What follows belongs to an exercise in optimizing a design on an open flow for small area, a short achievable clock period and few clock cycles; a production flow would make more cautious choices. At most, simulation tests tie the RTL to the original design; equivalence was not proved. Power is estimated from default activity; no workload was simulated.

Design voxel_ray_traversal_top, start of the top module:
module voxel_ray_traversal_top #(
  parameter int MAX_STEPS        = 64,
  parameter int ORIGIN_FRAC_BITS = 8,
  parameter int DIR_FRAC_BITS    = 14
) (
  input  logic               clk_i,
  input  logic               rst_ni,
  input  logic               in_valid_i,
  output logic               in_ready_o,
  input  logic signed [23:0] origin_x_i,
  input  logic signed [23:0] origin_y_i,
  input  logic signed [23:0] origin_z_i,
  input  logic signed [15:0] dir_x_i,
  input  logic signed [15:0] dir_y_i,
  input  logic signed [15:0] dir_z_i,
  input  logic [6:0]         step_count_i,
  output logic               out_valid_o,
  input  logic               out_ready_i,
  output logic signed [15:0] voxel_x_o,
  output logic signed [15:0] voxel_y_o,
  output logic signed [15:0] voxel_z_o,
  output logic [1:0]         normal_axis_o,
  output logic               normal_negative_o,
  output logic [6:0]         step_index_o,
  output logic               last_o
);
==> flow/config.mk <==
export PLATFORM = sky130hd
export DESIGN_NAME = voxel_ray_traversal_top
export DESIGN_NICKNAME = voxel_ray_traversal_top
export VERILOG_FILES = /design/flow/design.v
export SDC_FILE = /design/flow/constraint.sdc
export NUM_CORES = 4
export LEC_CHECK = 0
export CAP_MARGIN = 20
export CORE_MARGIN = 2
export CORE_UTILIZATION = 40
export SETUP_SLACK_MARGIN = 4.5
export SLEW_MARGIN = 20
==> flow/constraint.sdc <==
create_clock -name core_clock -period 8.0 [get_ports {clk_i}]
set_input_delay 1.6000 -clock core_clock [delete_from_list [all_inputs] [get_ports {clk_i}]]
set_output_delay 1.6000 -clock core_clock [all_outputs]
set_load 0.01 [all_outputs]
run.sh (not shown) runs the stock make flow with config.mk's settings and CLKGATE_MAP_FILE= SYNTH_SCRIPT=/design/flow/synth_recipe.tcl, a recipe that flattens the netlist after the stock synthesis.
The starting point completed with no timing, DRC or antenna violations.
Next try:
--- a/flow/design.v
+++ b/flow/design.v
@@ -101,33 +101,28 @@
       dzero[a] = (dir_in[a] == 16'd0);
       dp       = !dir_in[a][15] && !dzero[a];
       g = {!org_in[a][7], org_in[a][6:0]};
       if (g == 8'd0) begin
         face[a] = (osign != dp) ? 9'd256 : 9'd0;
       end else begin
         face[a] = dp ? 9'd256 - {1'b0, g} : {1'b0, g};
       end
       c = osign ? (org_in[a][7] && (org_in[a][6:0] != 7'd0)) : org_in[a][7];
       vinit[a] = org_in[a][23:8] + 16'(c);
       dm = dir_in[a][14:0] ^ {15{dir_in[a][15]}};
-      if (dm[14:12] != 3'd0) begin
-        skip[a] = 5'd12;
-      end else if (dm[11:8] != 4'd0) begin
-        skip[a] = 5'd8;
-      end else if (dm[7:4] != 4'd0) begin
-        skip[a] = 5'd4;
-      end else begin
-        skip[a] = 5'd0;
-      end
-      shm[a] = {16'd0, face[a], 22'd0} << {skip[a][3:2], 2'b00};
-      shd[a] = {16'd0, 1'b1, 30'd0} << {skip[a][3:2], 2'b00};
+      skip[a] = 5'd0;
+      for (int b = 1; b < 15; b++) begin
+        if (dm[b]) skip[a] = 5'(b);
+      end
+      shm[a] = {16'd0, face[a], 22'd0} << skip[a][3:0];
+      shd[a] = {16'd0, 1'b1, 30'd0} << skip[a][3:0];
       it_end[a] = (it_q[a] <= 5'd1);
       run_end = run_end && it_end[a];
     end
   end
   always_ff @(posedge clk_i) begin
     for (int a = 0; a < 3; a++) begin
       if (prep) begin
         vo_q[a]   <= vinit[a];
         dneg_q[a] <= dir_in[a][15];
         it_q[a]   <= dzero[a] ? 5'd0 : 5'd31 - skip[a];
       end else if (it_q[a] != 5'd0) begin
Result:
- synthesized cell count goes up by 3.8%
- cell area goes up by 6.8%
- global-route usage goes up by 0.89 points
- wire length goes up by 8.2%
- die area goes up by 2.0%
- clock-buffer cell count goes down by 1
- via count goes up by 6.1%
- critical path depth goes up by 6
- area after synthesis goes up by 2.1%
- register-to-register slack gains 0.04 ns
- power goes up by 26%
- worst hold slack loses 0.013 ns
Testbench counts after the change, summed over its fixed seeds: cycles 43,688.
No functional check of the RTL was part of the first run of this note.

========
job 101:
Another version of the RTL of voxel_ray_traversal_top (not shown whole).
Size: about 3700 cells after synthesis, about 620 flip-flops, roughly 190 I/O pins, ~0.039 sq mm of cells after synthesis.
Settings: LEC_CHECK=0, CAP_MARGIN=20, CORE_MARGIN=2, CORE_UTILIZATION=40, CTS_BUF_LIST=sky130_fd_sc_hd__clkbuf_8, CTS_CLUSTER_DIAMETER=50, CTS_CLUSTER_SIZE=14, SETUP_SLACK_MARGIN=4.5, SLEW_MARGIN=20; clock period 8.0 ns.
--- input diff job 101..job 102 ---
-- flow/design.v --
<<< job 101, line 216
      for (int a = 0; a < 3; a++) begin
        w_neg_q[a] <= dir_in[a][15] || dzero[a];
      end
    end
    if (s_done_q && (!w_act_q || last_now)) begin
      for (int a = 0; a < 3; a++) begin
        tdel_q[a] <= qdel[a];
      end
    end
>>> job 102, line 216
      for (int a = 0; a < 3; a++) begin
        w_neg_q[a] <= dir_in[a][15] || dzero[a];
        tdel_q[a]  <= qdel[a];
      end
    end
### Flow results
- Job 102 against job 101: clock network fraction of design power decreased 1.7 points, clock insertion delay at the later pin of the skew report climbed 0.04 ns, synthesized-area fraction occupied by ao, oa, aoi and oai cells shows a reduction of 0.24 points, number of synthesized register bits was more or less identical.
- Measured against each other, job 102 and job 101 differ in fraction of synthesized area in multiplexers, the lower figure coming from job 101.
- Compared with job 101, in job 102 number of instances resized during post-cts repair saw a decrease, global-route usage higher, area of the mapped netlist down 240 sq um, fraction of power spent switching nets grew by 1.0 points, critical path depth up 8.
Testbench counts of job 102, summed over its fixed seeds: cycles 44,325.
Only the layout flow was run in job 101; the RTL was not checked for function there.

## what the ideal ports hide
The results above use ideal ports. As a check the final layouts listed here were re-extracted and re-timed, cells and wires unchanged.
Step 1, drivers: a clkbuf_16 drives clk_i and a buf_2 each remaining input, both assumed.
Step 2 also shifts input and output timing later by t, the mid clock arrival at the registers, as if the neighbouring blocks saw the same clock.
a / b / c = no drivers / after step 1 / after step 2; a / b = the first two.
run | shift t [ns] | slack for setup (ns) | slew at the worst register clock pin (ns) | cell pins on the clock port's net
the first run of note 1 | 0.694 | 4.482 / 4.468 / 3.775 | 0.06 / 0.06 | 1
the second run of note 1 | 0.701 | 4.430 / 4.456 / 3.755 | 0.07 / 0.07 | 1
job 101 | 0.752 | 4.457 / 4.395 / 3.776 | 0.09 / 0.09 | 1
job 102 | 0.783 | 4.561 / 4.501 / 3.822 | 0.09 / 0.09 | 1
After both steps setup and hold are still met in every run listed. For job 102, which loses most, drivers alone change the setup slack by -0.060 ns; drivers and shift together by -0.739 ns.
